Source: an optimization exercise on an open RTL-to-GDS flow (aim: small area and a short achievable clock period). Production flows keep margins and buffers that such runs may drop. Function was checked by simulation only, so behaviour that the tests miss may differ from the original. No activity file was given, so power comes from the tool's default toggle rates.

==> flow/design.v <==
package data_mem_responder_pkg;
    localparam logic [1:0] SZ_BYTE = 2'b00;
    localparam logic [1:0] SZ_HALF = 2'b01;
    localparam logic [1:0] SZ_WORD = 2'b10;
endpackage
module data_mem_responder_lane_align
(
    input  logic [31:0] word,
    input  logic [1:0]  addr,
    input  logic [1:0]  size,
    input  logic        sign_ext,
    input  logic        zero,
    output logic [31:0] load_ext
);
    logic [7:0] b0;
    logic [7:0] b1;
    logic       sgn;
    logic       is_byte;
    logic       is_word;
    always_comb begin
        is_byte = (size == 2'b00);
        is_word = (size == 2'b10);
        unique case (addr)
            2'b00: b0 = word[7:0];
            2'b01: b0 = word[15:8];
            2'b10: b0 = word[23:16];
            default: b0 = word[31:24];
        endcase
        b1  = addr[1] ? word[31:24] : word[15:8];
        sgn = sign_ext & (is_byte ? b0[7] : b1[7]);
        if (zero) begin
            load_ext = 32'h0;
        end else if (is_word) begin
            load_ext = word;
        end else if (is_byte) begin
            load_ext = {{24{sgn}}, b0};
        end else begin
            load_ext = {{16{sgn}}, b1, b0};
        end
    end
endmodule
module dmr_wport (
    input  logic [7:0] d,
    input  logic [7:0] p,
    input  logic       s,
    input  logic       sn,
    output logic [7:0] y
);
    assign y = ~((d | {8{sn}}) & (p | {8{s}}));
endmodule
module dmr_aoi222 (
    input  logic a0, b0, a1, b1, a2, b2,
    output logic y
);
    assign y = ~((a0 & b0) | (a1 & b1) | (a2 & b2));
endmodule
module dmr_aoi22 (
    input  logic a0, b0, a1, b1,
    output logic y
);
    assign y = ~((a0 & b0) | (a1 & b1));
endmodule
module dmr_nand4 (
    input  logic a, b, c, d,
    output logic y
);
    assign y = ~(a & b & c & d);
endmodule
module dmr_nand3 (
    input  logic a, b, c,
    output logic y
);
    assign y = ~(a & b & c);
endmodule
module dmr_nor3 (
    input  logic a, b, c,
    output logic y
);
    assign y = ~(a | b | c);
endmodule
module dmr_hold #(
    parameter int W = 1
) (
    input  logic [W-1:0] a,
    input  logic         sa,
    input  logic [W-1:0] b,
    input  logic         sb,
    input  logic [W-1:0] q,
    output logic [W-1:0] y
);
    assign y = sa ? a : (sb ? b : q);
endmodule
module data_mem_responder (
    input  logic        clk,
    input  logic        reset,
    input  logic        req_valid,
    output logic        req_ready,
    input  logic        req_write,
    input  logic [1:0]  req_size,
    input  logic        req_signed,
    input  logic [7:0]  req_addr,
    input  logic [31:0] req_wdata,
    output logic        rsp_valid,
    input  logic        rsp_ready,
    output logic [31:0] rsp_rdata,
    output logic        rsp_err
);
    logic        lat_write;
    logic [1:0]  lat_size;
    logic        lat_signed;
    logic [2:0]  lat_addr;
    logic [31:0] lat_wdata;
    logic        ph1, ph2, ph3;
    logic        pend;
    logic [1:0]  ph;
    logic        rot;
    logic        cap_inv;
    logic [31:0] p0 [32];
    logic [31:0] p1 [32];
    logic        misaligned;
    logic        cap;
    logic        wr_now;
    logic        commit;
    logic [3:0]  wmask;
    logic [31:0] lane_data;
    logic [3:0]  lane_mask;
    logic [31:0] load_ext;
    always_comb begin
        unique case (lat_size)
            data_mem_responder_pkg::SZ_BYTE: misaligned = 1'b0;
            data_mem_responder_pkg::SZ_HALF: misaligned = lat_addr[0];
            data_mem_responder_pkg::SZ_WORD: misaligned = (lat_addr[1:0] != 2'b00);
            default: misaligned = 1'b1;
        endcase
    end
    assign rot    = ph[0];
    logic [31:0] oh;
    logic [31:0] oh_d;
    logic [31:0] tap_n;
    always_comb begin
        for (int i = 0; i < 32; i++) oh_d[i] = (req_addr[7:3] == 5'(i));
    end
    for (genvar j = 0; j < 32; j++) begin : g_rd
        logic [10:0] g;
        logic [2:0]  h;
        for (genvar k = 0; k < 10; k++) begin : g_a
            dmr_aoi222 u_a (
                .a0(p0[3*k][j]),   .b0(oh[3*k]),
                .a1(p0[3*k+1][j]), .b1(oh[3*k+1]),
                .a2(p0[3*k+2][j]), .b2(oh[3*k+2]),
                .y (g[k])
            );
        end
        dmr_aoi22 u_b (.a0(p0[30][j]), .b0(oh[30]), .a1(p0[31][j]), .b1(oh[31]), .y(g[10]));
        dmr_nand4 u_h0 (.a(g[0]), .b(g[1]), .c(g[2]),  .d(g[3]), .y(h[0]));
        dmr_nand4 u_h1 (.a(g[4]), .b(g[5]), .c(g[6]),  .d(g[7]), .y(h[1]));
        dmr_nand3 u_h2 (.a(g[8]), .b(g[9]), .c(g[10]),           .y(h[2]));
        dmr_nor3  u_o  (.a(h[0]), .b(h[1]), .c(h[2]), .y(tap_n[j]));
    end
    assign cap    = (ph1 | ph2) & ~lat_write & (rot == lat_addr[2]);
    assign commit = ph3 & ~reset & lat_write & ~misaligned;
    assign wr_now = |wmask;
    always_comb begin
        lane_data[7:0]   = lat_wdata[7:0];
        lane_data[15:8]  = (lat_size == data_mem_responder_pkg::SZ_BYTE) ? lat_wdata[7:0] : lat_wdata[15:8];
        lane_data[23:16] = (lat_size == data_mem_responder_pkg::SZ_WORD) ? lat_wdata[23:16] : lat_wdata[7:0];
        lane_data[31:24] = (lat_size == data_mem_responder_pkg::SZ_WORD) ? lat_wdata[31:24] :
                           (lat_size == data_mem_responder_pkg::SZ_HALF) ? lat_wdata[15:8] : lat_wdata[7:0];
        unique case (lat_size)
            data_mem_responder_pkg::SZ_BYTE: lane_mask = 4'b0001 << lat_addr[1:0];
            data_mem_responder_pkg::SZ_HALF: lane_mask = lat_addr[1] ? 4'b1100 : 4'b0011;
            default:                         lane_mask = 4'b1111;
        endcase
    end
    data_mem_responder_lane_align u_lane_align (
        .word     (lat_wdata ^ {32{cap_inv}}),
        .addr     (lat_addr[1:0]),
        .size     (lat_size),
        .sign_ext (lat_signed),
        .zero     (lat_write | misaligned),
        .load_ext (load_ext)
    );
    logic idle;
    logic rvld;
    always_ff @(posedge clk) begin
        if (reset) begin
            idle      <= 1'b1;
            rvld      <= 1'b0;
            req_ready <= 1'b1;
            rsp_valid <= 1'b0;
            ph1       <= 1'b0;
            ph2       <= 1'b0;
            ph3       <= 1'b0;
        end else begin
            idle      <= (idle & ~req_valid) | (rvld & rsp_ready);
            rvld      <= ph3 | (rvld & ~rsp_ready);
            req_ready <= (req_ready & ~req_valid) | (rsp_valid & rsp_ready);
            rsp_valid <= ph3 | (rsp_valid & ~rsp_ready);
            ph1       <= idle & req_valid;
            ph2       <= ph1;
            ph3       <= ph2;
        end
    end
    always_ff @(posedge clk) begin
        pend  <= (pend & ~wr_now) | commit;
        wmask <= {4{(commit & (rot == lat_addr[2])) | (pend & ~wr_now)}} & lane_mask;
        ph   <= ph + 2'd1;
    end
    always_ff @(posedge clk) begin
        rsp_rdata <= load_ext;
        rsp_err   <= misaligned;
    end
    always_ff @(posedge clk) begin
        if (idle) begin
            cap_inv    <= 1'b0;
            lat_write  <= req_write;
            lat_size   <= req_size;
            lat_signed <= req_signed;
            lat_addr   <= req_addr[2:0];
        end else if (cap) begin
            cap_inv    <= ~(ph[1] ^ ph[0]);    
        end
    end
    logic [31:0] oh_nxt;
    logic [31:0] wdata_nxt;
    dmr_hold #(.W(32)) u_oh_nxt (
        .a(oh_d), .sa(idle), .b(oh_d), .sb(1'b0), .q(oh), .y(oh_nxt)
    );
    dmr_hold #(.W(32)) u_wdata_nxt (
        .a(tap_n), .sa(cap), .b(req_wdata), .sb(idle), .q(lat_wdata), .y(wdata_nxt)
    );
    always_ff @(posedge clk) begin
        oh        <= oh_nxt;
        lat_wdata <= wdata_nxt;
    end
    logic [31:0] wdat;
    assign wdat = lane_data ^ {32{ph[1]}};
    for (genvar i = 0; i < 32; i++) begin : g_ring
        for (genvar b = 0; b < 4; b++) begin : g_lane
            logic       s;
            logic [7:0] nxt;
            assign s = oh[i] & wmask[b];
            dmr_wport u_w (
                .d (wdat[8*b +: 8]),
                .p (p1[i][8*b +: 8]),
                .s (s),
                .sn(~s),
                .y (nxt)
            );
            always_ff @(posedge clk) begin
                p0[i][8*b +: 8] <= nxt;
            end
        end
        always_ff @(posedge clk) begin
            p1[i] <= p0[i];
        end
    end
endmodule
==> flow/flow/run.sh <==
#!/bin/bash
# Own layout flow: the standard flow (standard.sh, which runs the standard
# synthesis unchanged) with these changes:
#  - pre_floorplan.tcl, run right after the synthesized netlist is loaded, sets
#    the single-gate modules' cells (memory write ports, load taps) back to drive
#    strength 1; Yosys/ABC upsizes each such module as if it were critical.
#    Timing repair later upsizes any that need it.
#  - the buffers ABC inserted are removed at floorplan (REMOVE_ABC_BUFFERS);
#    repair_design buffers high-fanout nets again as placement requires.
#  - port buffers are plain buffers (buf_2) instead of the delay cell that
#    buffer_ports otherwise picks.
# The make output goes to orfs_make.log here; each ORFS step logs under orfs/logs.
set -euo pipefail
here=$(pwd)
bash standard.sh finish \
  PRE_FLOORPLAN_TCL="$here/flow/pre_floorplan.tcl" \
  REMOVE_ABC_BUFFERS=1 \
  "BUFFER_PORTS_ARGS=-buffer_cell sky130_fd_sc_hd__buf_2" \
  > "$here/orfs_make.log" 2>&1
==> flow/flow/pre_floorplan.tcl <==
# Runs inside ORFS floorplan.tcl right after the synthesized netlist is loaded.
# Yosys/ABC maps each single-gate module on its own and upsizes it as if it were
# critical; put those gates (the memory write ports and load taps) back to drive
# strength 1. Timing repair later upsizes any that need it.
set db [ord::get_db]
set block [ord::get_db_block]
set n 0
foreach inst [$block getInsts] {
  set m [[$inst getMaster] getName]
  if { [regexp {^(sky130_fd_sc_hd__(o22ai|a22oi))_[248]$} $m -> base] } {
    set small [$db findMaster ${base}_1]
    if { $small != "NULL" } {
      $inst swapMaster $small
      incr n
    }
  }
}
puts "pre_floorplan: set $n cells to drive strength 1"
==> flow/standard.sh <==
#!/bin/bash
# synth_recipe.tcl (not shown) runs the flow's synth.tcl, then flattens the netlist and writes it again
# the make line also repeats each setting of config.mk as NAME=value (left out here)
make -C /OpenROAD-flow-scripts/flow DESIGN_CONFIG=/design/flow/config.mk WORK_HOME=/design/flow/orfs CLKGATE_MAP_FILE= SYNTH_SCRIPT=/design/flow/synth_recipe.tcl "${@:-finish}"
==> flow/config.mk <==
export PLATFORM = sky130hd
export DESIGN_NAME = data_mem_responder
export DESIGN_NICKNAME = data_mem_responder
export VERILOG_FILES = /design/flow/design.v
export SDC_FILE = /design/flow/constraint.sdc
export NUM_CORES = 4
export LEC_CHECK = 0
export CAP_MARGIN = 20
export CORE_MARGIN = 2
export CORE_UTILIZATION = 65
export CTS_CLUSTER_DIAMETER = 90
export CTS_CLUSTER_SIZE = 25
export SETUP_SLACK_MARGIN = 3.0
export SLEW_MARGIN = 20
export SYNTH_HIERARCHICAL = 1
==> flow/constraint.sdc <==
create_clock -name core_clock -period 5.5 [get_ports {clk}]
set_input_delay 1.1000 -clock core_clock [delete_from_list [all_inputs] [get_ports {clk}]]
set_output_delay 1.1000 -clock core_clock [all_outputs]
set_load 0.01 [all_outputs]
==> results of run 1 <==
==> through the flow <==
step / power (mW) / worst slack (ps) / utilization, % / cells / instance area [um^2]
6_report: 27.1 / 3020 / 68.8 / 5955 / 64300
5_1_grt: 27.9 / 2990 / 68.8 / 5950 / 64300
3_5_place_dp: 19.3 / 1890 / 65.8 / 5825 / 61500
3_3_place_gp: 19.3 / 1910 / 65.7 / 5821 / 61400
2_1_floorplan: 18.3 / 1060 / - / 4427 / 58500
4_1_cts: 27.1 / 2990 / 68.7 / 5942 / 64200
==> power groups by stage <==
stage / clock network (mW) / logic, mW / registers, mW
5_1_grt: 8.63 / 2.07 / 17.2
6_report: 8.02 / 1.97 / 17.1
3_3_place_gp: 0 / 1.81 / 17.5
4_1_cts: 8.08 / 1.91 / 17.1
2_1_floorplan: 0 / 0.979 / 17.3
3_5_place_dp: 0 / 1.87 / 17.5
==> final timing paths <==
path,to,cells after the start
worst max-delay path,rsp_rdata[14],1
worst min-delay path,p1[9][30]$_DFF_P_,0
worst max register to register,p0[21][26]$_DFF_P_,5
worst min register to register,p1[9][30]$_DFF_P_,0
==> final cells by class <==
type | instances | area share, %
flip-flops and latches | 2167 | 67.6
multi-input cells | 2126 | 23.4
clock buffers | 106 | 3.96
well taps | 1254 | 2.44
repair buffers | 158 | 1.67
inverters | 135 | 0.788
clock inverters | 4 | 0.121
diodes | 5 | 0.0194
==> registers in the layout, summed over array words and instances, names as in the netlist, 3 cells and up <==
name and flops:
p1 1024, oh 32, lat_wdata 32, p0 1024
rsp_rdata 32, lat_addr 3, wmask 4
==> repair_timing <==
action	4_1_cts	5_1_grt
setup endpoints to repair	415	79
pin swaps	2	2
resized for setup	12	6
buffers inserted	6	8
gates cloned	1	0
hold endpoints to repair	0	0
==> layer usage <==
layer / share of wire, % / wire [um] / vias to the layer above
met5: 0.035 / 57 / -
met4: 3.7 / 5950 / 10
met3: 9.0 / 14600 / 288
met2: 42 / 68300 / 1620
met1: 45 / 73200 / 19400
li1: - / - / 17700
==> placed cells by master (no fill, tap or decap), types with 6 or more instances in the layout <==
master / n
a211oi_1: 6
a21oi_1: 21
a221oi_1: 6
a222oi_1: 320
a22oi_1: 32
buf_2: 82
buf_4: 69
clkbuf_16: 101
dfxtp_1: 2119
dfxtp_2: 35
dfxtp_4: 6
edfxtp_1: 7
inv_1: 134
mux2i_1: 112
nand2_1: 221
nand2_2: 10
nand3_1: 34
nand4_1: 64
nor2_1: 55
nor2b_1: 9
nor3_2: 33
o21ai_0: 14
o21ai_1: 56
o22ai_1: 1024
xnor2_2: 13
xor2_1: 34
xor2_4: 17
==> results.cfg, run 1 <==
[finish]
register_area_mm2 = 0.0435
drive_gt1_share_pct = 8.52
multi_input_area_mm2 = 0.0150
num-nets-final = 4732
fillers = 6876

[timing]
setup_viol = 0
min_period_ps = 2480
setup_tns_ps = 0
fin_crit_sh_pct = 45.2
hold_violations = 0
slew_violations = 0
max_freq_mhz = 403
maxSlewHeadroom_pct = 16.9
rsz0062_at_grt = false
skew_ps = 34.6
whs_ps = 336
tightest_slew_ps = 1250

[worst_hold_path]
min_path_type = reg -> reg
worstHoldStart = p0[9][30]$_DFF_P_

[setup_path]
path_class = reg -> out
worstPathArrival_ps = 1380
worstPathCellList = buf_2
slowest_delay_ps = 480
worstSetupStartpointType = flip-flop
worstPathRequired_ps = 4400
path_buf_inv = 1
crit_start = rsp_rdata[14]$_DFF_P_
crit_slowest_cell = dfxtp_1
endpoint_kind = output port
rrSetupSlack_ps = 3060
crit_path_max_fanout = 1
r2r-start = lat_wdata[2]$_DFF_P_
critPathTopFamily = flip-flops

[power]
seq_power_share_pct = 63.2
p_leak_nw = 26.0
p_per_area_mw_per_mm2 = 422
power.switching_mw = 6.52
p_comb_share_pct = 7.3
switching_share_pct = 24.0
clkPwrFrac_pct = 29.6
vdd_ir_drop_max_mv = 0.302
internal_power_mw = 20.6

[routing]
drt-wirelength-per-cell_um = 27.2
avgViaCountPerCell = 6.55
drc_errors = 0
routed_wl_mm = 162
drt_iter0_markers = 5563
first_pass_iters = 14
ant_nets = 0
vias = 39000

[global_routing]
grt_use_met1_pct = 48.0
grt_util_met2_pct = 46.4
antenna_found_initial = 12
grt_max_degree = 74
grt_first_pass_wirelength_mm = 239
grt-busiest-layer = met1
grt_use_total_pct = 32.4
grtUsageMet3_pct = 7.12
overflow = 0
grt_pass1_vias = 37900

[clock_tree]
cts.clk_slew.worst_paths_ps = 100
cts_max_level = 3
clkSinkCount = 2167
cts_root_buffer = clkbuf_16
clock_latency_ps = 720
cts.path.max_buffers = 3
holdBufCountCts = 0
cts_tree = yes
cts_made_buffers = 96

[place]
io_buffers = 82
place_hpwl_mm = 97.1
place_congestion = 0.830

[floorplanning]
start_util_pct = 65.6
ioPinCount = 83
coreArea_mm2 = 0.0935
fp-row-count = 112
dieArea_mm2 = 0.0968
fp.dieW_um = 311
die_y_um = 311

[status]
status = complete, no violations

[yosys]
syn_inst = 4748
yosys_warnings = 12

[flow_run]
drv_cap = 0
==> run 2: changes to the inputs <==
--- a/flow/design.v
+++ b/flow/design.v
@@ -108,20 +108,30 @@
     logic        lat_write;
     logic [1:0]  lat_size;
     logic        lat_signed;
-    logic [2:0]  lat_addr;
+    logic [7:0]  lat_addr;
     logic [31:0] lat_wdata;
+    logic        cap_first;      
+    logic        cap_inv;        
     logic        ph1, ph2, ph3;
+    logic        idle;
+    logic        rvld;
+    logic [2:0]  t;
     logic        pend;
-    logic [1:0]  ph;
-    logic        rot;
-    logic        cap_inv;
-    logic [31:0] p0 [32];
-    logic [31:0] p1 [32];
+    logic [31:0] sdata;
+    logic [3:0]  smask;
+    logic [3:0]  sring;
+    logic [1:0]  sslot;
+    logic [3:0]  wmask;
+    logic        wpol;
+    logic        fwd;            
+    logic [31:0] q0 [16];
+    logic [31:0] q1 [16];
+    logic [31:0] q2 [16];
+    logic [31:0] q3 [16];
     logic        misaligned;
     logic        cap;
     logic        wr_now;
     logic        commit;
-    logic [3:0]  wmask;
     logic [31:0] lane_data;
     logic [3:0]  lane_mask;
     logic [31:0] load_ext;
@@ -133,31 +143,41 @@
             default: misaligned = 1'b1;
         endcase
     end
-    assign rot    = ph[0];
+    logic [2:0]  u0;
+    logic [2:0]  uc;
     logic [31:0] oh;
     logic [31:0] oh_d;
     logic [31:0] tap_n;
-    always_comb begin
-        for (int i = 0; i < 32; i++) oh_d[i] = (req_addr[7:3] == 5'(i));
+    assign u0 = 3'(req_addr[3:2]) + t + 3'd1;
+    assign uc = u0 + 3'(u0[0]);
+    always_comb begin
+        for (int i = 0; i < 32; i++) oh_d[i] = ({req_addr[7:4], uc[1]} == 5'(i));
+    end
+    logic [31:0] tp [32];
+    always_comb begin
+        for (int r = 0; r < 16; r++) begin
+            tp[2*r]   = q0[r];
+            tp[2*r+1] = q2[r];
+        end
     end
     for (genvar j = 0; j < 32; j++) begin : g_rd
         logic [10:0] g;
         logic [2:0]  h;
         for (genvar k = 0; k < 10; k++) begin : g_a
             dmr_aoi222 u_a (
-                .a0(p0[3*k][j]),   .b0(oh[3*k]),
-                .a1(p0[3*k+1][j]), .b1(oh[3*k+1]),
-                .a2(p0[3*k+2][j]), .b2(oh[3*k+2]),
+                .a0(tp[3*k][j]),   .b0(oh[3*k]),
+                .a1(tp[3*k+1][j]), .b1(oh[3*k+1]),
+                .a2(tp[3*k+2][j]), .b2(oh[3*k+2]),
                 .y (g[k])
             );
         end
-        dmr_aoi22 u_b (.a0(p0[30][j]), .b0(oh[30]), .a1(p0[31][j]), .b1(oh[31]), .y(g[10]));
+        dmr_aoi22 u_b (.a0(tp[30][j]), .b0(oh[30]), .a1(tp[31][j]), .b1(oh[31]), .y(g[10]));
         dmr_nand4 u_h0 (.a(g[0]), .b(g[1]), .c(g[2]),  .d(g[3]), .y(h[0]));
         dmr_nand4 u_h1 (.a(g[4]), .b(g[5]), .c(g[6]),  .d(g[7]), .y(h[1]));
         dmr_nand3 u_h2 (.a(g[8]), .b(g[9]), .c(g[10]),           .y(h[2]));
         dmr_nor3  u_o  (.a(h[0]), .b(h[1]), .c(h[2]), .y(tap_n[j]));
     end
-    assign cap    = (ph1 | ph2) & ~lat_write & (rot == lat_addr[2]);
+    assign cap    = ((ph1 & cap_first) | (ph2 & ~cap_first)) & ~lat_write;
     assign commit = ph3 & ~reset & lat_write & ~misaligned;
     assign wr_now = |wmask;
     always_comb begin
@@ -172,16 +192,21 @@
             default:                         lane_mask = 4'b1111;
         endcase
     end
+    logic [31:0] word;
+    always_comb begin
+        word = lat_wdata ^ {32{cap_inv}};
+        for (int b = 0; b < 4; b++) begin
+            if (fwd && smask[b]) word[8*b +: 8] = sdata[8*b +: 8];
+        end
+    end
     data_mem_responder_lane_align u_lane_align (
-        .word     (lat_wdata ^ {32{cap_inv}}),
+        .word     (word),
         .addr     (lat_addr[1:0]),
         .size     (lat_size),
         .sign_ext (lat_signed),
         .zero     (lat_write | misaligned),
         .load_ext (load_ext)
     );
-    logic idle;
-    logic rvld;
     always_ff @(posedge clk) begin
         if (reset) begin
             idle      <= 1'b1;
@@ -201,10 +226,25 @@
             ph3       <= ph2;
         end
     end
-    always_ff @(posedge clk) begin
-        pend  <= (pend & ~wr_now) | commit;
-        wmask <= {4{(commit & (rot == lat_addr[2])) | (pend & ~wr_now)}} & lane_mask;
-        ph   <= ph + 2'd1;
+    logic       pend_n;
+    logic [1:0] slot_n;
+    logic [3:0] mask_n;
+    logic [2:0] uw;
+    assign pend_n = (pend & ~wr_now) | commit;
+    assign slot_n = commit ? lat_addr[3:2] : sslot;
+    assign mask_n = commit ? lane_mask : smask;
+    assign uw     = 3'(slot_n) + t + 3'd1;
+    always_ff @(posedge clk) begin
+        pend  <= pend_n;
+        wmask <= {4{pend_n & (uw[1:0] == 2'd3)}} & mask_n;
+        wpol  <= ~(uw[2] ^ (uw[1:0] == 2'd3));
+        t     <= t + 3'd1;
+        if (commit) begin
+            sdata <= lane_data;
+            smask <= lane_mask;
+            sring <= lat_addr[7:4];
+            sslot <= lat_addr[3:2];
+        end
     end
     always_ff @(posedge clk) begin
         rsp_rdata <= load_ext;
@@ -212,13 +252,15 @@
     end
     always_ff @(posedge clk) begin
         if (idle) begin
-            cap_inv    <= 1'b0;
+            cap_first  <= ~u0[0];
+            cap_inv    <= ~uc[2];        
+            fwd        <= 1'b0;
             lat_write  <= req_write;
             lat_size   <= req_size;
             lat_signed <= req_signed;
-            lat_addr   <= req_addr[2:0];
+            lat_addr   <= req_addr;
         end else if (cap) begin
-            cap_inv    <= ~(ph[1] ^ ph[0]);    
+            fwd        <= pend & (sring == lat_addr[7:4]) & (sslot == lat_addr[3:2]);
         end
     end
     logic [31:0] oh_nxt;
@@ -234,25 +276,31 @@
         lat_wdata <= wdata_nxt;
     end
     logic [31:0] wdat;
-    assign wdat = lane_data ^ {32{ph[1]}};
-    for (genvar i = 0; i < 32; i++) begin : g_ring
+    logic [15:0] wring;
+    assign wdat = sdata ^ {32{wpol}};
+    always_comb begin
+        for (int r = 0; r < 16; r++) wring[r] = (sring == 4'(r));
+    end
+    for (genvar r = 0; r < 16; r++) begin : g_ring
         for (genvar b = 0; b < 4; b++) begin : g_lane
             logic       s;
             logic [7:0] nxt;
-            assign s = oh[i] & wmask[b];
+            assign s = wring[r] & wmask[b];
             dmr_wport u_w (
                 .d (wdat[8*b +: 8]),
-                .p (p1[i][8*b +: 8]),
+                .p (q3[r][8*b +: 8]),
                 .s (s),
                 .sn(~s),
                 .y (nxt)
             );
             always_ff @(posedge clk) begin
-                p0[i][8*b +: 8] <= nxt;
+                q0[r][8*b +: 8] <= nxt;
             end
         end
         always_ff @(posedge clk) begin
-            p1[i] <= p0[i];
-        end
-    end
-endmodule
+            q1[r] <= q0[r];
+            q2[r] <= q1[r];
+            q3[r] <= q2[r];
+        end
+    end
+endmodule
--- a/flow/config.mk
+++ b/flow/config.mk
@@ -7,9 +7,9 @@
 export LEC_CHECK = 0
 export CAP_MARGIN = 20
 export CORE_MARGIN = 2
-export CORE_UTILIZATION = 65
+export CORE_UTILIZATION = 55
 export CTS_CLUSTER_DIAMETER = 90
 export CTS_CLUSTER_SIZE = 25
-export SETUP_SLACK_MARGIN = 3.0
+export SETUP_SLACK_MARGIN = 3.2
 export SLEW_MARGIN = 20
 export SYNTH_HIERARCHICAL = 1
==> run 2 against run 1 <==
- still clean on timing, DRC and antenna
- combinational power is 25% lower
- worst hold slack worse by 20 ps
- clock power is 0.7% higher
- clock-buffer cell count is 6 higher
- synthesized cell count is 12% lower
- worst setup slack better by 100 ps
- first-iteration DRC count is 20% lower
- highest routed layer unchanged
==> results.cfg, run 2 <==
[status]
status = complete, no violations

[timing]
max_freq_mhz = 420
slew_violations = 0
tightest_slew_ps = 1210
skew_ps = 42.8
setup_viol = 0
maxSlewHeadroom_pct = 19.5
rsz0062_at_grt = true
worst_slack_ps = 3120
setup_tns_ps = 0
min_period_ps = 2380
whs_ps = 316
hold_violations = 0
fin_crit_sh_pct = 43.3

[clock_tree]
cts_made_buffers = 98
cts.clk_slew.worst_paths_ps = 110
holdBufCountCts = 0
cts.path.max_buffers = 3
clkSinkCount = 2218
cts_max_level = 3
clock_latency_ps = 730
cts_tree = yes
cts_root_buffer = clkbuf_16

[power]
p_leak_nw = 24.6
clkPwrFrac_pct = 31.1
p_per_area_mw_per_mm2 = 408
seq_power_share_pct = 63.3
total_power_mw = 26.0
switching_share_pct = 22.9
internal_power_mw = 20.0
p_comb_share_pct = 5.6
vdd_ir_drop_max_mv = 0.301
power.switching_mw = 5.96

[setup_path]
endpoint_kind = output port
crit_slowest_cell = dfxtp_4
worstPathArrival_ps = 1280
worstPathRequired_ps = 4400
path_buf_inv = 1
reg2reg_depth = 6
path_class = reg -> out
worstSetupStartpointType = flip-flop
critPathTopFamily = flip-flops
slowest_delay_ps = 430
crit_path_max_fanout = 1
worstSetupPathDepth = 1
worstPathCellList = buf_6

[global_routing]
antenna_found_initial = 12
grt_first_pass_wirelength_mm = 229
grt_max_degree = 73
overflow = 0
grt_pass1_vias = 33000
grt_use_total_pct = 28.8

[place]
place_inst = 5529
placed_cell_area_mm2 = 0.0600
place_hpwl_mm = 98.9
io_buffers = 82
pre_cts_slack_ps = 2330
place_congestion = 0.890

[routing]
vias = 34400
avgViaCountPerCell = 6.05
drc_errors = 0
ant_nets = 0
routed_wl_mm = 160
drt-wirelength-per-cell_um = 28.2
drt_iter0_markers = 4463
first_pass_iters = 8

[finish]
post-route-cell-area_mm2 = 0.0637
num-nets-final = 4335
drive_gt1_share_pct = 13.3
fillers = 8266
fin_util_pct = 60.4
stdcell_count = 5688
final_cell_mix = dfxtp_1, o22ai_1, a222oi_1, nand2_1, buf_4
final_common_cell = dfxtp_1

[flow_run]
drv_cap = 0

[floorplanning]
fp-row-count = 119
coreArea_mm2 = 0.106
start_util_pct = 55.7
dieArea_mm2 = 0.109
fp.dieW_um = 331
ioPinCount = 83
die_y_um = 331

[yosys]
yosys_warnings = 18
syn_inst = 4174

[worst_hold_path]
min_path_type = reg -> reg
min_path_cells = 0
run 2: cell type report:
type / count / area (um^2) / share of cell area, %
Timing Repair Buffer: 204 / 1700 / 2.67
Clock inverter: 2 / 25.0 / 0.0393
Inverter: 78 / 387 / 0.607
Sequential cell: 2218 / 45100 / 70.7
Multi-Input combinational cell: 1681 / 12200 / 19.1
Antenna cell: 2 / 5.00 / 0.00785
Tap cell: 1391 / 1740 / 2.73
Clock buffer: 112 / 2590 / 4.06
run 2: power groups by stage:
stage	combinational, mW	clock [mW]	sequential, mW
CTS	1.41	8.20	16.4
detailed placement	1.36	0	16.8
floorplan	0.655	0	16.7
global route	1.53	8.76	16.5
finish	1.47	8.08	16.4
global placement	1.35	0	16.8
run 2: what timing repair did:
| action | CTS | global route |
|---|---|---|
| setup endpoints to repair | 458 | 397 |
| buffers inserted | 25 | 14 |
| cloned | 2 | 2 |
| pin swaps | 7 | 9 |
| gates resized for setup | 165 | 74 |
run 2: path summary, 6_finish.rpt:
check                                             end                  from  slack (ps)
worst max-delay path                     rsp_rdata[5]  rsp_rdata[5]$_DFF_P_        3120
worst min register to register      q2[6][14]$_DFF_P_     q1[6][14]$_DFF_P_         320
worst min-delay path                q2[6][14]$_DFF_P_     q1[6][14]$_DFF_P_         320
worst max register to register  lat_wdata[26]$_DFF_P_        oh[20]$_DFF_P_        3220
run 2: layer usage:
metal | track usage, % | wire (um) | vias to the layer above
met5 | 0 | 46 | -
met4 | 7.63 | 3980 | 6
met3 | 5.71 | 13900 | 210
met2 | 41.5 | 67500 | 1436
met1 | 44.0 | 74800 | 17100
li1 | - | - | 15600
==> run 3: changes to the inputs <==
--- a/flow/config.mk
+++ b/flow/config.mk
@@ -10,6 +10,6 @@
 export CORE_UTILIZATION = 55
 export CTS_CLUSTER_DIAMETER = 90
 export CTS_CLUSTER_SIZE = 25
-export SETUP_SLACK_MARGIN = 3.2
+export SETUP_SLACK_MARGIN = 3.4
 export SLEW_MARGIN = 20
 export SYNTH_HIERARCHICAL = 1
==> run 3 against run 2 <==
- non-clock buffer count is 18 higher
- final cell count up 0.32%
- combinational power is 3% higher
- sequential cell count unchanged
- worst hold slack improved by 3.0 ps
- sequential share of layout area fell by 0.54 points
- fmax increased by 0.31%
- die area is the same
- via count rose by 0.74%
- global-route usage is 0.30 points higher
- register-to-register slack about the same
- clock-buffer cell count unchanged
==> results.cfg, run 3 <==
[status]
status = complete, no violations

[setup_path]
r2r-start = lat_addr[1]$_DFFE_PP_
crit_start = rsp_rdata[4]$_DFF_P_
path_buf_inv = 1
worstPathCellList = buf_6
rrSetupSlack_ps = 3210
endpoint_kind = output port
worstPathRequired_ps = 4400
slowest_delay_ps = 420
worstPathArrival_ps = 1280
crit_slowest_cell = dfxtp_4
critPathTopFamily = flip-flops
path_class = reg -> out
reg2reg_depth = 9
crit_path_max_fanout = 1
worstSetupStartpointType = flip-flop
r2r-end = wpol$_DFF_P_

[floorplanning]
coreArea_mm2 = 0.106
start_util_pct = 55.7
die_y_um = 331
ioPinCount = 83
dieArea_mm2 = 0.109
fp.dieW_um = 331
fp-row-count = 119

[timing]
skew_ps = 37.6
max_freq_mhz = 421
slew_violations = 0
fin_crit_sh_pct = 43.2
tightest_slew_ps = 1120
maxSlewHeadroom_pct = 25.5
hold_violations = 0
setup_tns_ps = 0
min_period_ps = 2380
setup_viol = 0
rsz0062_at_grt = true

[finish]
drive_gt1_share_pct = 15.2
num-nets-final = 4353
fin_util_pct = 60.9
final_cell_mix = dfxtp_1, o22ai_1, a222oi_1, nand2_1, buf_4
final_common_cell = dfxtp_1

[routing]
drc_errors = 0
first_pass_iters = 10
drt_iter0_markers = 4541
drt-wirelength-per-cell_um = 28.4
ant_nets = 0
vias = 34600
routed_wl_mm = 162
avgViaCountPerCell = 6.07

[clock_tree]
clkSinkCount = 2218
cts.clk_slew.worst_paths_ps = 110
cts_max_level = 3
cts_made_buffers = 98
cts_root_buffer = clkbuf_16
clock_latency_ps = 730
holdBufCountCts = 0
cts_tree = yes
cts.path.max_buffers = 3

[global_routing]
grt_first_pass_wirelength_mm = 231
overflow = 0
grt_pass1_vias = 33300
grt_max_degree = 73
grt_use_total_pct = 29.1
antenna_found_initial = 10

[power]
clkPwrFrac_pct = 31.0
switching_share_pct = 23.0
power.switching_mw = 5.98
seq_power_share_pct = 63.1
p_comb_share_pct = 5.9
vdd_ir_drop_max_mv = 0.303
p_per_area_mw_per_mm2 = 405
internal_power_mw = 20.1
p_leak_nw = 24.8

[place]
io_buffers = 82
place_hpwl_mm = 98.9
place_congestion = 0.890

[worst_hold_path]
min_to = q2[10][14]$_DFF_P_
min_path_type = reg -> reg
worstHoldStart = q1[10][14]$_DFF_P_
min_path_cells = 0

[yosys]
syn_inst = 4174
yosys_warnings = 18

[flow_run]
drv_cap = 0
run 3: through the flow:
step	cells	hold slack [ps]	power [mW]	instance area [um^2]	setup slack (ps)
2_1_floorplan	3976	310	17.4	57100	2140
3_3_place_gp	5529	310	18.2	59900	2370
3_5_place_dp	5529	312	18.2	60000	2330
4_1_cts	5697	315	26.1	63900	3100
5_1_grt	5705	328	26.8	64200	3070
6_report	5706	319	26.0	64200	3120
run 3: power groups by stage:
stage | Combinational [mW] | Sequential, mW | Clock (mW)
5_1_grt | 1.59 | 16.4 | 8.76
4_1_cts | 1.47 | 16.4 | 8.20
3_3_place_gp | 1.35 | 16.8 | 0
2_1_floorplan | 0.655 | 16.7 | 0
6_report | 1.52 | 16.4 | 8.08
3_5_place_dp | 1.36 | 16.8 | 0
run 3: area by class of cell:
| class | instances | area (um^2) |
|---|---|---|
| Sequential cell | 2218 | 45100 |
| Fill cell | 8223 | 41300 |
| Multi-Input combinational cell | 1681 | 12400 |
| Clock buffer | 112 | 2590 |
| Timing Repair Buffer | 222 | 1990 |
| Tap cell | 1391 | 1740 |
| Inverter | 78 | 410 |
| Clock inverter | 2 | 25.0 |
| Antenna cell | 2 | 5.00 |
run 3: worst max-delay path by stage:
stage	endpoint	cells past startpoint
2_1_floorplan	fwd$_SDFFE_PP0P_	4
3_3_place_gp	wpol$_DFF_P_	9
3_5_place_dp	wpol$_DFF_P_	9
4_1_cts	rsp_rdata[1]	1
5_1_grt	rsp_rdata[13]	1
6_report	rsp_rdata[4]	1
run 3: timing repair:
item	CTS	global route
pin swaps	30	22
cloned	5	0
gates resized for setup	273	85
setup buffers	49	7
endpoints found under the hold margin	0	0
endpoints found under the setup margin	666	391
run 3: routing by layer:
layer,track usage (%),part of all wire (%),up-vias
li1,-,-,15600
met1,44.2,47,17300
met2,42.4,42,1474
met3,5.73,8.7,215
met4,7.47,2.7,0
met5,0,0,-
==> run 4: changes to the inputs <==
--- a/flow/flow/run.sh
+++ b/flow/flow/run.sh
@@ -9,11 +9,13 @@
 #    repair_design buffers high-fanout nets again as placement requires.
 #  - port buffers are plain buffers (buf_2) instead of the delay cell that
 #    buffer_ports otherwise picks.
+#  - io.tcl puts all pins on the top edge (IO_CONSTRAINTS).
 # The make output goes to orfs_make.log here; each ORFS step logs under orfs/logs.
 set -euo pipefail
 here=$(pwd)
 bash standard.sh finish \
   PRE_FLOORPLAN_TCL="$here/flow/pre_floorplan.tcl" \
   REMOVE_ABC_BUFFERS=1 \
+  IO_CONSTRAINTS="$here/flow/io.tcl" \
   "BUFFER_PORTS_ARGS=-buffer_cell sky130_fd_sc_hd__buf_2" \
   > "$here/orfs_make.log" 2>&1
==> flow/flow/io.tcl (new file) <==
# Pin constraints (sourced by ORFS floorplan.tcl through IO_CONSTRAINTS): all
# ports on the top edge, so the request latch, the response registers and the
# control sit together near their pins instead of in the middle of the die.
set_io_pin_constraint -pin_names [concat [get_ports req_*] [get_ports rsp_*] [get_ports reset] [get_ports clk]] -region top:*
--- a/flow/config.mk
+++ b/flow/config.mk
@@ -10,6 +10,6 @@
 export CORE_UTILIZATION = 55
 export CTS_CLUSTER_DIAMETER = 90
 export CTS_CLUSTER_SIZE = 25
-export SETUP_SLACK_MARGIN = 3.4
+export SETUP_SLACK_MARGIN = 3.2
 export SLEW_MARGIN = 20
 export SYNTH_HIERARCHICAL = 1
==> run 4 against run 3 <==
- sequential share of layout area up 0.28 points
- critical path depth up 5
- clock skew down 11 ps
- largest cell class unchanged
==> results.cfg, run 4 <==
[worst_hold_path]
worstHoldStart = q1[14][16]$_DFF_P_
min_path_cells = 0
min_to = q2[14][16]$_DFF_P_
min_path_type = reg -> reg

[floorplanning]
dieArea_mm2 = 0.109
start_util_pct = 55.7
die_y_um = 331
fp.dieW_um = 331
ioPinCount = 83
fp-row-count = 119
coreArea_mm2 = 0.106

[clock_tree]
clkSinkCount = 2218
cts.path.max_buffers = 3
clock_latency_ps = 730
cts_tree = yes
cts.clk_slew.worst_paths_ps = 100
cts_max_level = 3
cts_made_buffers = 99
cts_root_buffer = clkbuf_16

[routing]
drt_iter0_markers = 4387
drc_errors = 0
ant_nets = 0
routed_wl_mm = 156
avgViaCountPerCell = 5.99
first_pass_iters = 10
drt-wirelength-per-cell_um = 27.5
vias = 34000

[place]
place_congestion = 0.870
place_hpwl_mm = 99.1
io_buffers = 82

[yosys]
syn_inst = 4174
yosys_warnings = 18

[setup_path]
endpoint_kind = flip-flop
reg2reg_depth = 6
rrSetupSlack_ps = 3200
worstPathCellList = nand2b_1, nor2_4, buf_4, nand2_1, inv_2, o22ai_1
crit_slowest_cell = edfxtp_1
r2r-end = q0[10][10]$_DFF_P_
worstPathArrival_ps = 2870
slowest_delay_ps = 550
r2r-start = sring[0]$_DFFE_PN_
worstPathRequired_ps = 6070
crit_path_max_fanout = 9
path_class = reg -> reg
worstSetupStartpointType = flip-flop

[power]
p_per_area_mw_per_mm2 = 409
p_leak_nw = 24.7
vdd_ir_drop_max_mv = 0.352

[global_routing]
overflow = 0
grt_use_total_pct = 27.9
grt_max_degree = 91
grt_pass1_vias = 32900
grt_first_pass_wirelength_mm = 223
antenna_found_initial = 7

[flow_run]
drv_cap = 0

[finish]
final_cell_mix = dfxtp_1, o22ai_1, a222oi_1, nand2_1, clkbuf_16
fin_util_pct = 60.5
drive_gt1_share_pct = 13.1
final_common_cell = dfxtp_1
num-nets-final = 4319

[timing]
rsz0062_at_grt = true
skew_ps = 26.4
tightest_slew_ps = 1230
slew_violations = 0
setup_viol = 0
max_freq_mhz = 436
setup_tns_ps = 0
min_period_ps = 2300
maxSlewHeadroom_pct = 18.2
fin_crit_sh_pct = 41.7
hold_violations = 0

[status]
status = complete, no violations
-- run 4: changes by cell type in the layout (fill, tap and decap cells not counted), sizes merged --
cell,before,now
clkinvlp,20,10
bufbuf,4,0
buf,218,185
o221ai,1,2
clkbuf,112,114
nor2,71,70
clkinv,3,2
inv,57,71
diode,2,1
-- run 4: power by group --
group	total (mW)	leakage, nW	internal, mW	switching, mW
Clock	8.23	1.34	3.45	4.78
Sequential	16.4	18.6	16.2	0.186
Combinational	1.47	4.79	0.452	1.02
-- run 4: per-layer routing --
layer / global-route usage (%) / share of wire (%) / vias up
met5: 0 / 0 / -
met4: 9.47 / 3.4 / 0
met3: 3.32 / 5.7 / 242
met2: 44.4 / 46 / 1178
met1: 39.6 / 45 / 17000
li1: - / - / 15600
-- run 4: cell type report --
| class | count | area [um^2] |
|---|---|---|
| clock inverter | 5 | 77.6 |
| multi-input combinational | 1681 | 12500 |
| sequential | 2218 | 45000 |
| antenna | 1 | 2.50 |
| clock buffer | 112 | 2650 |
| inverter | 78 | 348 |
| fill | 8305 | 41700 |
| timing repair buffer | 187 | 1490 |
| tap | 1391 | 1740 |
-- run 4: worst max-delay path by stage --
stage | from | endpoint | slack [ps] | depth (start not counted)
2_1_floorplan | idle$_SDFF_PP1_ | fwd$_SDFFE_PP0P_ | 2140 | 4
3_3_place_gp | req_addr[2] | oh[20]$_DFF_P_ | 2330 | 10
3_5_place_dp | req_addr[2] | oh[28]$_DFF_P_ | 2320 | 10
4_1_cts | sring[0]$_DFFE_PN_ | q0[14][25]$_DFF_P_ | 3080 | 5
5_1_grt | sring[0]$_DFFE_PN_ | q0[14][14]$_DFF_P_ | 3120 | 5
6_report | sring[0]$_DFFE_PN_ | q0[10][10]$_DFF_P_ | 3200 | 6
-- run 4: critical path, delay by kind of cell (launching register included) --
kind            cells  cell delay [ps]
simple gates        3              980
flops               1              550
buf+inv             2              510
compound gates      1              110
-- run 4: what timing repair did --
item                                   CTS  global route
setup endpoints to repair              620           483
endpoints found under the hold margin    0             0
gates cloned                             1             2
hold buffers                             0             0
buffers inserted                        31            12
pin swaps                               27            17
resized for setup                      121            80
-- run 4: metrics by stage --
stage	cells	worst slack [ps]	power, mW	cell area [um^2]	hold slack [ps]
2_1_floorplan	3976	2140	17.4	57100	310
3_3_place_gp	5507	2330	18.1	59900	310
3_5_place_dp	5507	2320	18.1	60000	312
4_1_cts	5656	3080	26.2	63400	324
5_1_grt	5673	3120	26.8	63900	332
6_report	5673	3200	26.1	63900	325
==> run 5: changes to the inputs <==
--- a/flow/config.mk
+++ b/flow/config.mk
@@ -10,6 +10,6 @@
 export CORE_UTILIZATION = 55
 export CTS_CLUSTER_DIAMETER = 90
 export CTS_CLUSTER_SIZE = 25
-export SETUP_SLACK_MARGIN = 3.2
+export SETUP_SLACK_MARGIN = 3.4
 export SLEW_MARGIN = 20
 export SYNTH_HIERARCHICAL = 1
==> run 5 against run 4 <==
- non-clock buffer count is 47 higher
- clock-buffer cell count stayed put
- still clean on timing, DRC and antenna
- synthesized cell count stayed put
- worst setup slack better by 4.7 ps
- clock power hardly changed
- core utilization is 0.85 points higher
- worst hold slack worse by 5.5 ps
- routed wire length is 0.88% higher
- sequential cell count stayed put
- largest cell class unchanged
==> results.cfg, run 5 <==
[routing]
avgViaCountPerCell = 6.02
drt_iter0_markers = 4355
drt-wirelength-per-cell_um = 27.5
vias = 34400
drc_errors = 0
ant_nets = 0
first_pass_iters = 8
routed_wl_mm = 157

[flow_run]
drv_cap = 0

[timing]
slew_violations = 0
tightest_slew_ps = 1170
fin_crit_sh_pct = 41.7
setup_viol = 0
skew_ps = 25.6
setup_tns_ps = 0
min_period_ps = 2290
hold_violations = 0
rsz0062_at_grt = true
maxSlewHeadroom_pct = 22.1
max_freq_mhz = 436

[place]
io_buffers = 82
place_hpwl_mm = 99.1
place_congestion = 0.870

[yosys]
yosys_warnings = 18
syn_inst = 4174

[floorplanning]
fp.dieW_um = 331
dieArea_mm2 = 0.109
fp-row-count = 119
start_util_pct = 55.7
die_y_um = 331
coreArea_mm2 = 0.106
ioPinCount = 83

[setup_path]
endpoint_kind = output port
critPathTopFamily = flip-flops
path_class = reg -> out
worstPathCellList = buf_6
worstSetupStartpointType = flip-flop
slowest_delay_ps = 360
crit_path_max_fanout = 2
crit_slowest_cell = dfxtp_2
worstPathArrival_ps = 1190
path_buf_inv = 1
worstSetupPathDepth = 1
reg2reg_depth = 8
worstPathRequired_ps = 4400

[global_routing]
grt_first_pass_wirelength_mm = 226
grt_pass1_vias = 33300
overflow = 0
grt_max_degree = 91
antenna_found_initial = 5
grt_use_total_pct = 28.1

[power]
vdd_ir_drop_max_mv = 0.353
total_power_mw = 26.2
p_leak_nw = 25.0
p_per_area_mw_per_mm2 = 405

[clock_tree]
cts_made_buffers = 99
cts.path.max_buffers = 3
clock_latency_ps = 730
cts_max_level = 3
clkSinkCount = 2218
cts_root_buffer = clkbuf_16
cts_tree = yes
cts.clk_slew.worst_paths_ps = 100
holdBufCountCts = 0

[finish]
fin_util_pct = 61.3
fillers = 8194
final_cell_mix = dfxtp_1, o22ai_1, a222oi_1, nand2_1, clkbuf_16
drive_gt1_share_pct = 15.4
final_common_cell = dfxtp_1
num-nets-final = 4367

[worst_hold_path]
min_path_cells = 0
min_path_type = reg -> reg

[status]
status = complete, no violations
## run 5: timing repair
item	in CTS	in global routing
gates cloned	5	0
buffers inserted	74	16
endpoints found under the setup margin	693	454
gates resized for setup	210	99
pin swaps	65	40
## run 5: cell type report
| class | count | area, um^2 | area share (%) |
|---|---|---|---|
| Antenna cell | 2 | 5.00 | 0.00773 |
| Clock buffer | 112 | 2650 | 4.10 |
| Clock inverter | 5 | 77.6 | 0.120 |
| Inverter | 78 | 360 | 0.557 |
| Multi-Input combinational cell | 1682 | 12700 | 19.6 |
| Sequential cell | 2218 | 45000 | 69.5 |
| Tap cell | 1391 | 1740 | 2.69 |
| Timing Repair Buffer | 234 | 2170 | 3.36 |
## run 5: through the flow
stage               setup slack (ps)  instances  hold WS, ps  cell area, um^2
floorplan                       2140       3976          310            57100
global placement                2330       5507          310            59900
detailed placement              2320       5507          312            60000
CTS                             3180       5703          324            64300
global route                    3160       5722          332            64700
finish                          3210       5722          319            64700
## run 5: power by group
group / internal, mW / switching [mW] / leakage, nW
Clock: 3.45 / 4.76 / 1.34
Sequential: 16.2 / 0.169 / 18.6
Combinational: 0.554 / 1.07 / 5.13
Total: 20.2 / 6.00 / 25.0
## run 5: worst paths after layout
kind                                           end  slack (ps)                  start
worst max register to register        wpol$_DFF_P_        3240  lat_addr[0]$_DFFE_PP_
worst max-delay path                     rsp_valid        3210   rsp_valid$_SDFF_PP0_
worst min-delay path            q2[15][28]$_DFF_P_         320     q1[15][28]$_DFF_P_
worst min register to register  q2[15][28]$_DFF_P_         320     q1[15][28]$_DFF_P_
## run 5: layer usage
| metal | vias to the layer above | GRT usage (%) | routed length, um |
|---|---|---|---|
| li1 | 15700 | - | - |
| met1 | 17300 | 39.3 | 69300 |
| met2 | 1224 | 45.1 | 73100 |
| met3 | 226 | 3.98 | 9590 |
| met4 | 0 | 9.65 | 5260 |
| met5 | - | 0 | 0 |
==> run 6: changes to the inputs <==
--- a/flow/config.mk
+++ b/flow/config.mk
@@ -10,6 +10,7 @@
 export CORE_UTILIZATION = 55
 export CTS_CLUSTER_DIAMETER = 90
 export CTS_CLUSTER_SIZE = 25
+export PLACE_DENSITY = 0.7
 export SETUP_SLACK_MARGIN = 3.4
 export SLEW_MARGIN = 20
 export SYNTH_HIERARCHICAL = 1
==> run 6 against run 5 <==
- via count grew 0.84%
- sequential power is essentially flat
- clock-buffer cell count shrank 1
- sequential cell count is the same
- first-iteration DRC count grew 15%
- worst hold slack lost 12 ps
- clock skew grew 17 ps
- synthesized cell count is the same
- routed wire length shrank 4.1%
- design area shrank 0.49%
- non-clock buffer count shrank 27
- combinational power shrank 6%
- critical endpoint is now wpol$_DFF_P_
- highest routed layer is now met5
==> results.cfg, run 6 <==
[status]
status = complete, no violations

[floorplanning]
coreArea_mm2 = 0.106
start_util_pct = 55.7
fp-row-count = 119
die_y_um = 331
dieArea_mm2 = 0.109
fp.dieW_um = 331
ioPinCount = 83

[timing]
skew_ps = 42.2
maxSlewHeadroom_pct = 21.8
rsz0062_at_grt = true
tightest_slew_ps = 1170
max_freq_mhz = 440
worst_slack_ps = 3230
slew_violations = 0
setup_viol = 0
min_period_ps = 2270
setup_tns_ps = 0
hold_violations = 0
fin_crit_sh_pct = 41.3
whs_ps = 307

[finish]
num-nets-final = 4337
post-route-cell-area_mm2 = 0.0644
final_common_cell = dfxtp_1
drive_gt1_share_pct = 15.0
fin_util_pct = 61.0
final_cell_mix = dfxtp_1, o22ai_1, a222oi_1, nand2_1, clkbuf_16

[power]
p_leak_nw = 24.8
seq_power_share_pct = 63.3
switching_share_pct = 22.9
p_per_area_mw_per_mm2 = 402
vdd_ir_drop_max_mv = 0.310
p_comb_share_pct = 5.9
internal_power_mw = 19.9
clkPwrFrac_pct = 30.7
power.switching_mw = 5.93

[worst_hold_path]
worstHoldStart = q1[0][5]$_DFF_P_
min_to = q2[0][5]$_DFF_P_
min_path_type = reg -> reg
min_path_cells = 0

[global_routing]
overflow = 0
grt_pass1_vias = 33600
grt_first_pass_wirelength_mm = 216
grt_use_total_pct = 26.3
antenna_found_initial = 6
grt_max_degree = 79

[setup_path]
r2r-start = lat_addr[0]$_DFFE_PP_
r2r-end = wpol$_DFF_P_
path_class = in -> reg
reg2reg_depth = 8
crit_path_max_fanout = 8
worstSetupStartpointType = input port
rrSetupSlack_ps = 3240
crit_slowest_cell = fa_1
worstPathCellList = buf_2, nand3b_4, o21bai_4, mux2i_2, ha_2, inv_2, fa_1, nand2b_4, xnor2_2
worstPathRequired_ps = 6090
slowest_delay_ps = 520
endpoint_kind = flip-flop
worstPathArrival_ps = 2870

[clock_tree]
cts.path.max_buffers = 3
holdBufCountCts = 0
cts_root_buffer = clkbuf_16
cts_tree = yes
cts_max_level = 3
clock_latency_ps = 710
cts.clk_slew.worst_paths_ps = 110
clkSinkCount = 2218
cts_made_buffers = 98

[yosys]
yosys_warnings = 18
syn_inst = 4174

[routing]
ant_nets = 0
drt-wirelength-per-cell_um = 26.5
first_pass_iters = 10
drt_iter0_markers = 5001
routed_wl_mm = 151
drc_errors = 0
avgViaCountPerCell = 6.10
vias = 34700

[place]
pre_cts_slack_ps = 2370
place_congestion = 0.862
io_buffers = 82
placed_cell_area_mm2 = 0.0597
place_hpwl_mm = 91.0

[flow_run]
drv_cap = 0
## run 6: power by group through the flow
stage	sequential, mW	clock [mW]	combinational, mW
finish	16.4	7.95	1.54
global route	16.4	8.57	1.59
CTS	16.4	8.01	1.43
detailed placement	16.8	0	1.31
global placement	16.8	0	1.30
floorplan	16.7	0	0.655
## run 6: worst max path at each step
stage	startpoint	to	slack [ps]	cells past startpoint
after floorplan	idle$_SDFF_PP1_	fwd$_SDFFE_PP0P_	2140	4
after global placement	req_addr[2]	oh[0]$_DFF_P_	2360	10
after detailed placement	req_addr[2]	oh[4]$_DFF_P_	2370	10
after CTS	rsp_rdata[22]$_DFF_P_	rsp_rdata[22]	3210	1
after global routing	lat_addr[0]$_DFFE_PP_	wpol$_DFF_P_	3190	8
final	reset	wpol$_DFF_P_	3230	9
## run 6: repair_timing
item / in CTS / in global routing
gates resized for setup: 206 / 169
buffers inserted: 54 / 32
setup endpoints to repair: 684 / 608
cloned: 1 / 1
pin swaps: 45 / 50
## run 6: metal layers
layer	track usage (%)	wire length (um)	part of all wire, %	vias to the layer above
met1	36.9	64400	43	17300
met4	10.9	6000	4.0	2
li1	-	-	-	15600
met2	41.2	69000	46	1496
met5	0	116	0.077	-
met3	3.60	11200	7.4	289
## run 6: cell type report
cell class / count / area (um^2)
Fill cell: 7834 / 41100
Sequential cell: 2218 / 45000
Clock buffer: 111 / 2500
Clock inverter: 6 / 88.8
Tap cell: 1391 / 1740
Timing Repair Buffer: 207 / 1770
Multi-Input combinational cell: 1680 / 12900
Inverter: 78 / 359
Antenna cell: 3 / 7.51
## run 6: stage by stage
| step | power [mW] | instances |
|---|---|---|
| 3_5_place_dp | 18.1 | 5486 |
| 2_1_floorplan | 17.4 | 3976 |
| 4_1_cts | 25.8 | 5658 |
| 6_report | 25.9 | 5694 |
| 3_3_place_gp | 18.1 | 5486 |
| 5_1_grt | 26.6 | 5692 |
## run 6: worst max-delay path: cells and delay by family
family                     cells  cell delay, ps
and+or+nand+nor                2             270
xor gates and xnor gates       1             140
adders and majority gates      2             730
muxes                          1             230
buffers and inverters          2             170
AOI/OAI and AO/OA              1             200
==> run 7: changes to the inputs <==
--- a/flow/config.mk
+++ b/flow/config.mk
@@ -8,9 +8,9 @@
 export CAP_MARGIN = 20
 export CORE_MARGIN = 2
 export CORE_UTILIZATION = 55
+export CTS_BUF_LIST = sky130_fd_sc_hd__clkbuf_8 sky130_fd_sc_hd__clkbuf_16
 export CTS_CLUSTER_DIAMETER = 90
 export CTS_CLUSTER_SIZE = 25
-export PLACE_DENSITY = 0.7
 export SETUP_SLACK_MARGIN = 3.4
 export SLEW_MARGIN = 20
 export SYNTH_HIERARCHICAL = 1
==> run 7 against run 6 <==
- register-to-register slack is essentially flat
- core utilization grew 0.30 points
- sequential share of layout area shrank 0.34 points
- critical path type is now reg -> out
- highest routed layer is now met4
==> results.cfg, run 7 <==
[timing]
rsz0062_at_grt = true
setup_tns_ps = 0
fin_crit_sh_pct = 41.7
worst_slack_ps = 3210
max_freq_mhz = 436
setup_viol = 0
tightest_slew_ps = 1150
hold_violations = 0
skew_ps = 26.5
min_period_ps = 2290
slew_violations = 0
maxSlewHeadroom_pct = 23.3

[floorplanning]
fp.dieW_um = 331
coreArea_mm2 = 0.106
ioPinCount = 83
fp-row-count = 119
dieArea_mm2 = 0.109
start_util_pct = 55.7
die_y_um = 331

[power]
p_leak_nw = 25.1
p_per_area_mw_per_mm2 = 405
vdd_ir_drop_max_mv = 0.351
total_power_mw = 26.2

[place]
place_congestion = 0.870
place_hpwl_mm = 99.1
io_buffers = 82
pre_cts_slack_ps = 2320

[global_routing]
grt_max_degree = 91
grt_pass1_vias = 33300
antenna_found_initial = 5
grt_use_total_pct = 28.1
overflow = 0
grt_first_pass_wirelength_mm = 226

[clock_tree]
cts_tree = yes
cts_made_buffers = 99
clkSinkCount = 2218
cts.clk_slew.worst_paths_ps = 100
cts_root_buffer = clkbuf_16
holdBufCountCts = 0
clock_latency_ps = 730
cts_max_level = 3
cts.path.max_buffers = 3

[status]
status = complete, no violations

[finish]
drive_gt1_share_pct = 15.4
num-nets-final = 4366
final_common_cell = dfxtp_1
final_cell_mix = dfxtp_1, o22ai_1, a222oi_1, nand2_1, clkbuf_16

[setup_path]
path_buf_inv = 1
r2r-start = lat_addr[1]$_DFFE_PP_
slowest_delay_ps = 360
rrSetupSlack_ps = 3250
worstSetupStartpointType = flip-flop
critPathTopFamily = flip-flops
path_class = reg -> out
worstPathArrival_ps = 1190
worstPathCellList = buf_6
crit_slowest_cell = dfxtp_2
endpoint_kind = output port
crit_path_max_fanout = 2
crit_start = rsp_valid$_SDFF_PP0_
worstPathRequired_ps = 4400

[routing]
first_pass_iters = 13
drt-wirelength-per-cell_um = 27.5
drt_iter0_markers = 4270
routed_wl_mm = 157
ant_nets = 0
drc_errors = 0
avgViaCountPerCell = 6.01
vias = 34400

[yosys]
yosys_warnings = 18
syn_inst = 4174

[flow_run]
drv_cap = 0

[worst_hold_path]
worstHoldStart = q1[14][16]$_DFF_P_
min_path_type = reg -> reg
-- run 7: final cells by class --
| class | count | area (um^2) |
|---|---|---|
| diodes | 2 | 5.00 |
| clock buffers | 105 | 2630 |
| clock inverters | 12 | 104 |
| fillers | 8190 | 40800 |
| inverters | 78 | 360 |
| multi-input cells | 1682 | 12700 |
| flip-flops and latches | 2218 | 45000 |
| well taps | 1391 | 1740 |
| repair buffers | 233 | 2170 |
-- run 7: final timing paths --
kind                   endpoint  cells after the start
max                   rsp_valid                      1
min          q2[14][16]$_DFF_P_                      0
max reg2reg        wpol$_DFF_P_                      9
min reg2reg  q2[14][16]$_DFF_P_                      0
-- run 7: routing by layer --
| metal | share of wire (%) | track usage, % | vias to the layer above | wire [um] |
|---|---|---|---|---|
| met5 | 0 | 0 | - | 0 |
| met4 | 3.4 | 9.57 | 0 | 5330 |
| met3 | 6.0 | 4.00 | 237 | 9390 |
| met2 | 46 | 45.1 | 1199 | 73000 |
| met1 | 44 | 39.3 | 17300 | 69500 |
| li1 | - | - | 15700 | - |
-- run 7: through the flow --
step | instance area [um^2] | cells | hold WS (ps) | util (%)
after floorplan | 57100 | 3976 | 310 | -
after global placement | 59900 | 5507 | 310 | 56.8
after detailed placement | 60000 | 5507 | 312 | 56.8
after CTS | 64300 | 5703 | 324 | 60.9
after global routing | 64700 | 5721 | 332 | 61.3
final | 64700 | 5721 | 320 | 61.3
-- run 7: repair_timing --
action	CTS	global route
gates resized for setup	211	99
pin swaps	65	39
endpoints found under the hold margin	0	0
endpoints found under the setup margin	693	456
setup buffers	74	15
cloned	5	0
-- run 7: report_power, final --
part | internal (mW) | switching [mW]
Clock | 3.44 | 4.77
Combinational | 0.554 | 1.07
Sequential | 16.2 | 0.170
Total | 20.2 | 6.01
==> run 8: changes to the inputs <==
--- a/flow/config.mk
+++ b/flow/config.mk
@@ -8,9 +8,8 @@
 export CAP_MARGIN = 20
 export CORE_MARGIN = 2
 export CORE_UTILIZATION = 55
-export CTS_BUF_LIST = sky130_fd_sc_hd__clkbuf_8 sky130_fd_sc_hd__clkbuf_16
-export CTS_CLUSTER_DIAMETER = 90
-export CTS_CLUSTER_SIZE = 25
+export CTS_CLUSTER_DIAMETER = 60
+export CTS_CLUSTER_SIZE = 20
 export SETUP_SLACK_MARGIN = 3.4
 export SLEW_MARGIN = 20
 export SYNTH_HIERARCHICAL = 1
==> run 8 against run 7 <==
- die area unchanged
- critical path type unchanged
- design area increased by 1.8%
- largest power group unchanged
- combinational power is essentially flat
- register-to-register slack got worse by 30 ps
- sequential power is essentially flat
- via count rose by 0.70%
==> results.cfg, run 8 <==
[status]
status = complete, no violations

[setup_path]
worstSetupStartpointType = flip-flop
path_class = reg -> out
critPathTopFamily = flip-flops
worstPathArrival_ps = 1190
slowest_delay_ps = 330
endpoint_kind = output port
worstPathCellList = buf_6
crit_slowest_cell = dfxtp_2
crit_path_max_fanout = 2
worstPathRequired_ps = 4400
path_buf_inv = 1

[power]
p_per_area_mw_per_mm2 = 424
p_leak_nw = 25.6
vdd_ir_drop_max_mv = 0.333

[timing]
setup_viol = 0
rsz0062_at_grt = true
setup_tns_ps = 0
fin_crit_sh_pct = 41.7
max_freq_mhz = 436
slew_violations = 0
whs_ps = 319
hold_violations = 0
tightest_slew_ps = 1150
min_period_ps = 2290
maxSlewHeadroom_pct = 23.1
skew_ps = 26.5
worst_slack_ps = 3210

[finish]
final_cell_mix = dfxtp_1, o22ai_1, a222oi_1, nand2_1, clkbuf_16
final_common_cell = dfxtp_1
num-nets-final = 4400
drive_gt1_share_pct = 16.5

[clock_tree]
clock_latency_ps = 760
cts_made_buffers = 135
cts.clk_slew.worst_paths_ps = 80
cts.path.max_buffers = 3
cts_max_level = 4
cts_root_buffer = clkbuf_16
cts_tree = yes
clkSinkCount = 2218
holdBufCountCts = 0

[floorplanning]
fp-row-count = 119
start_util_pct = 55.7
ioPinCount = 83
fp.dieW_um = 331
coreArea_mm2 = 0.106
dieArea_mm2 = 0.109
die_y_um = 331

[routing]
ant_nets = 0
avgViaCountPerCell = 5.99
first_pass_iters = 10
routed_wl_mm = 159
vias = 34600
drt_iter0_markers = 4474
drt-wirelength-per-cell_um = 27.5
drc_errors = 0

[place]
place_hpwl_mm = 99.1
place_congestion = 0.870
pre_cts_slack_ps = 2320
io_buffers = 82

[global_routing]
antenna_found_initial = 8
grt_max_degree = 91
grt_use_total_pct = 28.4
overflow = 0
grt_first_pass_wirelength_mm = 227
grt_pass1_vias = 33700

[worst_hold_path]
min_path_type = reg -> reg

[flow_run]
drv_cap = 0

[yosys]
syn_inst = 4174
yosys_warnings = 18
[run 8: path summary, 6_finish.rpt]
kind / slack [ps] / depth (start not counted) / to / from
setup / recovery: 3210 / 1 / rsp_valid / rsp_valid$_SDFF_PP0_
hold / removal: 320 / 0 / q2[0][23]$_DFF_P_ / q1[0][23]$_DFF_P_
setup reg to reg: 3220 / 9 / wpol$_DFF_P_ / lat_addr[1]$_DFFE_PP_
hold reg to reg: 320 / 0 / q2[0][23]$_DFF_P_ / q1[0][23]$_DFF_P_
[run 8: area by class of cell]
cell class,instances,area [um^2]
diodes,1,2.50
clock buffers,152,3600
clock inverters,19,293
fillers,8082,39600
inverters,78,358
multi-input cells,1682,12800
flip-flops and latches,2218,45000
well taps,1391,1740
repair buffers,231,2150
[run 8: where the power goes]
group	internal, mW	leakage [nW]	switching, mW
combinational	0.562	5.17	1.08
clock	4.87	1.90	5.08
sequential	16.2	18.6	0.167
total	21.6	25.6	6.33
[run 8: metal layers]
layer	global-route usage, %	share of wire, %
met1	39.8	45
met2	45.2	46
met3	3.64	5.6
met4	10.4	3.5
met5	0	0
[run 8: repair_timing]
item                                    CTS  global route
endpoints found under the setup margin  693           438
pin swaps                                62            50
setup buffers                            70            17
gates resized for setup                 226            96
endpoints found under the hold margin     0             0
gates cloned                              5             0
[run 8: through the flow]
stage	utilization (%)	instances	total power, mW	cell area, um^2
2_1_floorplan	-	3976	17.4	57100
3_3_place_gp	56.8	5507	18.1	59900
3_5_place_dp	56.8	5507	18.1	60000
4_1_cts	62.0	5753	28.0	65400
5_1_grt	62.5	5772	28.8	65900
6_report	62.5	5772	28.0	65900

re-timing with driven ports:
Ports are ideal in the flow. The routed layouts listed here were re-timed in OpenROAD. Step 1 assumes that a clkbuf_16 drives the clock port and a buf_2 every other input. Step 2 moves the port delays by t, midway between the first and last clock arrival at a register: inputs arrive t later, outputs are due t later. That takes back most of the time a late clock gives input paths. a / b / c = no drivers / after step 1 / after step 2; a / b = the first two.
run	t, ns	slack for setup (ns)	hold slack, ns	worst slew at a driven data input, ns
run 1	0.773	3.016 / 2.947 / 3.060	0.336 / 0.336 / 0.336	0.13
run 2	0.787	3.117 / 3.043 / 2.516	0.316 / 0.316 / 0.316	0.10
run 3	0.788	3.124 / 3.050 / 2.502	0.319 / 0.319 / 0.319	0.10
run 4	0.790	3.204 / 3.132 / 2.550	0.325 / 0.325 / 0.325	0.11
run 5	0.788	3.209 / 3.135 / 2.533	0.319 / 0.319 / 0.319	0.11
run 6	0.765	3.227 / 3.180 / 2.512	0.307 / 0.307 / 0.307	0.12
run 7	0.791	3.206 / 3.133 / 2.534	0.320 / 0.320 / 0.320	0.11
run 8	0.819	3.207 / 3.128 / 2.532	0.319 / 0.319 / 0.319	0.11
After both steps setup and hold are still met in every run listed. The setup slack of run 6, which loses most, moves by -0.047 ns with the drivers and by -0.715 ns with both steps.
